Context: an optimization exercise on an open-source flow, tuned for small area, a short achievable clock period and few clock cycles per item. The choices shown serve that exercise and are no tape-out recipe.
Only simulation tests tie the RTL to the original design; equivalence was not proved.

==> inputs of v35 <==
Design cosine_distance_unit, start of the top module:
module cosine_distance_unit #(
    parameter int W     = 16,
    parameter int FRAC  = 11,
    parameter int TERMS = 4
) (
    input  logic         clk,
    input  logic         reset_n,
    input  logic         start,
    input  logic [W-1:0] x_in,
    input  logic [W-1:0] v_in,
    output logic         busy,
    output logic         done,
    output logic [W-1:0] cos_out,
    output logic [W-1:0] distance,
    output logic         sat
);
    logic s1_q, s2_q, s3_q, done_q;
    logic accept;
    logic [15:0] a_q, d_q;
    logic [15:0] b_q;
    logic        sat_q;
    assign busy   = s1_q | s2_q | s3_q;
    assign accept = start & ~busy;
    logic        xsg;
    logic [12:0] u;
    logic [27:0] sqrow [14];
    logic [27:0] sq;
    logic        sq_ovf;
    logic [14:0] x2_in;
    assign xsg = x_in[15];
    assign u   = x_in[12:0] ^ {13{xsg}};
    always_comb begin
        for (int i = 0; i < 13; i++) begin
            sqrow[i] = '0;
            sqrow[i][2*i] = u[i];
            for (int j = i + 1; j < 13; j++) begin
                sqrow[i][i+j+1] = u[i] & u[j];
            end
        end
        sqrow[13] = {14'd0, u & {13{xsg}}, xsg};
    end
    assign sq = sqrow[0] + sqrow[1] + sqrow[2] + sqrow[3] + sqrow[4] + sqrow[5] + sqrow[6]
              + sqrow[7] + sqrow[8] + sqrow[9] + sqrow[10] + sqrow[11] + sqrow[12] + sqrow[13];
    assign sq_ovf = (x_in[15:13] != 3'b000 && x_in[15:13] != 3'b111) || sq[26];
    assign x2_in  = sq_ovf ? 15'h7fff : sq[25:11];
    logic [16:0] ae;
    logic [15:0] bx;
    logic [16:0] row [8];
    logic [31:0] rsum [8];
    logic [31:0] negv;
    logic [31:0] prod;
    assign ae = {a_q[15], a_q};
    assign bx = {b_q[14:0], 1'b0};
    always_comb begin
        negv = '0;
        for (int i = 0; i < 8; i++) begin
            logic b0, b1, b2, one, two, neg;
            b0  = bx[2*i];
            b1  = bx[2*i+1];
            b2  = (i == 7) ? b_q[14] : bx[2*i+2];
            one = b0 ^ b1;
            two = (b2 & ~b1 & ~b0) | (~b2 & b1 & b0);
            neg = b2;
            for (int j = 0; j < 17; j++) begin
                row[i][j] = ((one & ae[j]) | (two & ((j == 0) ? 1'b0 : ae[j-1]))) ^ neg;
            end
            negv[2*i] = neg;
  ...
==> module cosine_distance_unit, before the edit <==
module cosine_distance_unit #(
    parameter int W     = 16,
    parameter int FRAC  = 11,
    parameter int TERMS = 4
) (
    input  logic         clk,
    input  logic         reset_n,
    input  logic         start,
    input  logic [W-1:0] x_in,
    input  logic [W-1:0] v_in,
    output logic         busy,
    output logic         done,
    output logic [W-1:0] cos_out,
    output logic [W-1:0] distance,
    output logic         sat
);
    logic s1_q, s2_q, s3_q, done_q;
    logic accept;
    logic [15:0] a_q, d_q;
    logic [15:0] b_q;
    logic        sat_q;
    assign busy   = s1_q | s2_q | s3_q;
    assign accept = start & ~busy;
    logic        xsg;
    logic [12:0] u;
    logic [27:0] sqrow [14];
    logic [27:0] sq;
    logic        sq_ovf;
    logic [14:0] x2_in;
    assign xsg = x_in[15];
    assign u   = x_in[12:0] ^ {13{xsg}};
    always_comb begin
        for (int i = 0; i < 13; i++) begin
            sqrow[i] = '0;
            sqrow[i][2*i] = u[i];
            for (int j = i + 1; j < 13; j++) begin
                sqrow[i][i+j+1] = u[i] & u[j];
            end
        end
        sqrow[13] = {14'd0, u & {13{xsg}}, xsg};
    end
    assign sq = sqrow[0] + sqrow[1] + sqrow[2] + sqrow[3] + sqrow[4] + sqrow[5] + sqrow[6]
              + sqrow[7] + sqrow[8] + sqrow[9] + sqrow[10] + sqrow[11] + sqrow[12] + sqrow[13];
    assign sq_ovf = (x_in[15:13] != 3'b000 && x_in[15:13] != 3'b111) || sq[26];
    assign x2_in  = sq_ovf ? 15'h7fff : sq[25:11];
    logic [16:0] ae;
    logic [15:0] bx;
    logic [16:0] row [8];
    logic [31:0] rsum [8];
    logic [31:0] negv;
    logic [31:0] prod;
    assign ae = {a_q[15], a_q};
    assign bx = {b_q[14:0], 1'b0};
    always_comb begin
        negv = '0;
        for (int i = 0; i < 8; i++) begin
            logic b0, b1, b2, one, two, neg;
            b0  = bx[2*i];
            b1  = bx[2*i+1];
            b2  = (i == 7) ? b_q[14] : bx[2*i+2];
            one = b0 ^ b1;
            two = (b2 & ~b1 & ~b0) | (~b2 & b1 & b0);
            neg = b2;
            for (int j = 0; j < 17; j++) begin
                row[i][j] = ((one & ae[j]) | (two & ((j == 0) ? 1'b0 : ae[j-1]))) ^ neg;
            end
            negv[2*i] = neg;
            rsum[i] = {15'd0, ~row[i][16], row[i][15:0]} << (2*i);
        end
    end
    localparam logic [31:0] KSE = 32'hAAAB_0000;
    logic [31:0] kadd;
    assign kadd = KSE | {21'd0, {11{s1_q}}};
    assign prod = rsum[0] + rsum[1] + rsum[2] + rsum[3] + rsum[4] + rsum[5] + rsum[6] + rsum[7]
                + negv + kadd;
    logic        q_big, sat1;
    logic [11:0] term2;
    logic [23:0] t2_full;
    assign q_big   = prod[31:26] != 6'd0;
    assign sat1    = (prod[31:27] != 5'd0) || (prod[26] && prod[25:11] != 15'd0);
    assign t2_full = prod[25:11] * 9'd171 + 24'd2047;
    assign term2   = q_big ? 12'd2736 : t2_full[22:11];
    logic        sat2;
    logic [10:0] t3;
    logic [19:0] t3_full;
    logic [15:0] expr3;
    assign sat2    = prod[31:26] != 6'd0;
    assign t3_full = prod[25:11] * 5'd17;
    assign t3      = sat2 ? 11'd1087 : t3_full[19:9];
    assign expr3   = 16'd2048 - {2'b00, a_q[14:1]} + {4'b0000, b_q[11:0]} - {5'b00000, t3};
    logic        sat3;
    logic [15:0] dres;
    assign sat3 = !(prod[31:26] == 6'h00 || prod[31:26] == 6'h3f);
    assign dres = sat3 ? (prod[31] ? 16'h8000 : 16'h7fff) : prod[26:11];
    always_ff @(posedge clk or negedge reset_n) begin
        if (!reset_n) begin
            s1_q   <= 1'b0;
            s2_q   <= 1'b0;
            s3_q   <= 1'b0;
            done_q <= 1'b0;
        end else begin
            s1_q <= accept;
            s2_q <= s1_q;
            s3_q <= s2_q;
            if (accept) done_q <= 1'b0;
            else if (s3_q) done_q <= 1'b1;
        end
    end
    always_ff @(posedge clk) begin
        if (accept) a_q <= {1'b0, x2_in};
        else if (s2_q) a_q <= d_q;
        if (accept) b_q <= {2'b00, x2_in[14:1]};
        else if (s1_q) b_q <= {4'b0000, term2};
        else if (s2_q) b_q <= expr3;
        if (accept) d_q <= v_in;
        else if (s3_q) d_q <= dres;
        if (accept) sat_q <= sq_ovf;
        else if (s1_q) sat_q <= sat_q | sat1;
        else if (s2_q) sat_q <= sat_q | sat2;
        else if (s3_q) sat_q <= sat_q | sat3;
    end
    assign done     = done_q;
    assign cos_out  = b_q;
    assign distance = d_q;
    assign sat      = sat_q;
endmodule
Settings: LEC_CHECK=0, CAP_MARGIN=20, CORE_MARGIN=2, CORE_UTILIZATION=40, SLEW_MARGIN=20; clock period 12.0 ns.
run.sh (not shown) runs the stock make flow with config.mk's settings and CLKGATE_MAP_FILE= SYNTH_SCRIPT=/design/flow/synth_recipe.tcl, a recipe that flattens the netlist after the stock synthesis.
==> v19 (differences from v35) <==
==> flow/design.v (replaced) <==
module cosine_distance_unit #(
    parameter int W     = 16,
    parameter int FRAC  = 11,
    parameter int TERMS = 4
) (
    input  logic         clk,
    input  logic         reset_n,
    input  logic         start,
    input  logic [W-1:0] x_in,
    input  logic [W-1:0] v_in,
    output logic         busy,
    output logic         done,
    output logic [W-1:0] cos_out,
    output logic [W-1:0] distance,
    output logic         sat
);
    logic s1_q, s2_q, s3_q, done_q;
    logic accept;
    logic [15:0] a_q, b_q, d_q;
    logic        sat_q;
    assign busy   = s1_q | s2_q | s3_q;
    assign accept = start & ~busy;
    logic signed [13:0] xs;
    logic        [27:0] sq;
    logic               sq_ovf;
    logic        [14:0] x2_in;
    assign xs     = x_in[13:0];
    assign sq     = xs * xs;
    assign sq_ovf = (x_in[15:13] != 3'b000 && x_in[15:13] != 3'b111) || sq[26];
    assign x2_in  = sq_ovf ? 15'h7fff : sq[25:11];
    logic signed [31:0] prod;
    assign prod = $signed(a_q) * $signed(b_q) + $signed({21'd0, {11{s1_q}}});
    logic        q_big, sat1;
    logic [11:0] term2;
    logic [23:0] t2_full;
    assign q_big   = prod[31:26] != 6'd0;
    assign sat1    = (prod[31:27] != 5'd0) || (prod[26] && prod[25:11] != 15'd0);
    assign t2_full = prod[25:11] * 9'd171 + 24'd2047;
    assign term2   = q_big ? 12'd2736 : t2_full[22:11];
    logic        sat2;
    logic [10:0] t3;
    logic [19:0] t3_full;
    logic [15:0] expr3;
    assign sat2    = prod[31:26] != 6'd0;
    assign t3_full = prod[25:11] * 5'd17;
    assign t3      = sat2 ? 11'd1087 : t3_full[19:9];
    assign expr3   = 16'd2048 - {2'b00, b_q[14:1]} + {4'b0000, a_q[11:0]} - {5'b00000, t3};
    logic        sat3;
    logic [15:0] dres;
    assign sat3 = !(prod[31:26] == 6'h00 || prod[31:26] == 6'h3f);
    assign dres = sat3 ? (prod[31] ? 16'h8000 : 16'h7fff) : prod[26:11];
    always_ff @(posedge clk or negedge reset_n) begin
        if (!reset_n) begin
            s1_q   <= 1'b0;
            s2_q   <= 1'b0;
            s3_q   <= 1'b0;
            done_q <= 1'b0;
        end else begin
            s1_q <= accept;
            s2_q <= s1_q;
            s3_q <= s2_q;
            if (accept) done_q <= 1'b0;
            else if (s3_q) done_q <= 1'b1;
        end
    end
    always_ff @(posedge clk) begin
        if (s1_q) a_q <= {4'b0000, term2};
        else if (s2_q) a_q <= d_q;
        else a_q <= {2'b00, x2_in[14:1]};
        if (accept) b_q <= {1'b0, x2_in};
        else if (s2_q) b_q <= expr3;
        if (accept) d_q <= v_in;
        else if (s3_q) d_q <= dres;
        if (accept) sat_q <= sq_ovf;
        else if (s1_q) sat_q <= sat_q | sat1;
        else if (s2_q) sat_q <= sat_q | sat2;
        else if (s3_q) sat_q <= sat_q | sat3;
    end
    assign done     = done_q;
    assign cos_out  = b_q;
    assign distance = d_q;
    assign sat      = sat_q;
endmodule
Settings changed: SETUP_SLACK_MARGIN from default to 4.
==> results.json <==
{
  "outcome": "timing/DRC/antenna clean",
  "finalWorstSetupSlack_ns": 0.742,
  "buf_share_pct": 5.58,
  "synth_mux_area_share_pct": 1.39,
  "n_all_inverters": 308,
  "fin_crit_sh_pct": 93.8,
  "synth_edf_count": 46,
  "multi_input_gates": 1801,
  "detailedPlace.worstSlack_ns": 0.814
}
The numbers above come from v35.

==> results.json <==
{
  "multi_input_gates": 1693,
  "outcome": "timing/DRC/antenna clean",
  "detailedPlace.worstSlack_ns": 1.24,
  "finalWorstSetupSlack_ns": 2.06,
  "layout-drive-gt1-share_pct": 18.3,
  "dr_wl_met2_um": 30300,
  "synth_edf_count": 32,
  "fin_crit_sh_pct": 82.8,
  "n_all_inverters": 609
}
The numbers above come from v19.

Testbench counts of v35, summed over its fixed seeds: cycles 6,400, items 1,600.
Testbench counts of v19, summed over its fixed seeds: cycles 6,400, items 1,600.

## separate check: timing with driven ports
No port has a modelled driver above. Below, the same layouts with a new extraction and two added sets of constraints.
Step 1 sets driving cells, clkbuf_16 on the clock port and buf_2 on the other inputs (assumed; they add their load-dependent delay and slew).
Step 2 moves the port delays by t, midway between the first and last clock arrival at a register: inputs arrive t later, outputs are due t later. That takes back most of the time a late clock gives input paths.
a / b / c = ideal ports / drivers / drivers and shift; a / b = the first two.
run	t (ns)	setup slack, ns	hold WS [ns]	clock arrival spread, ns	pins driven straight from the clock port
v35	0.363	0.742 / 0.742 / 0.742	0.515 / 0.515 / 0.515	0.025 / 0.025	1
v19	0.337	2.065 / 2.065 / 2.065	0.567 / 0.567 / 0.567	0.008 / 0.008	1
After both steps setup and hold are still met in every run listed.
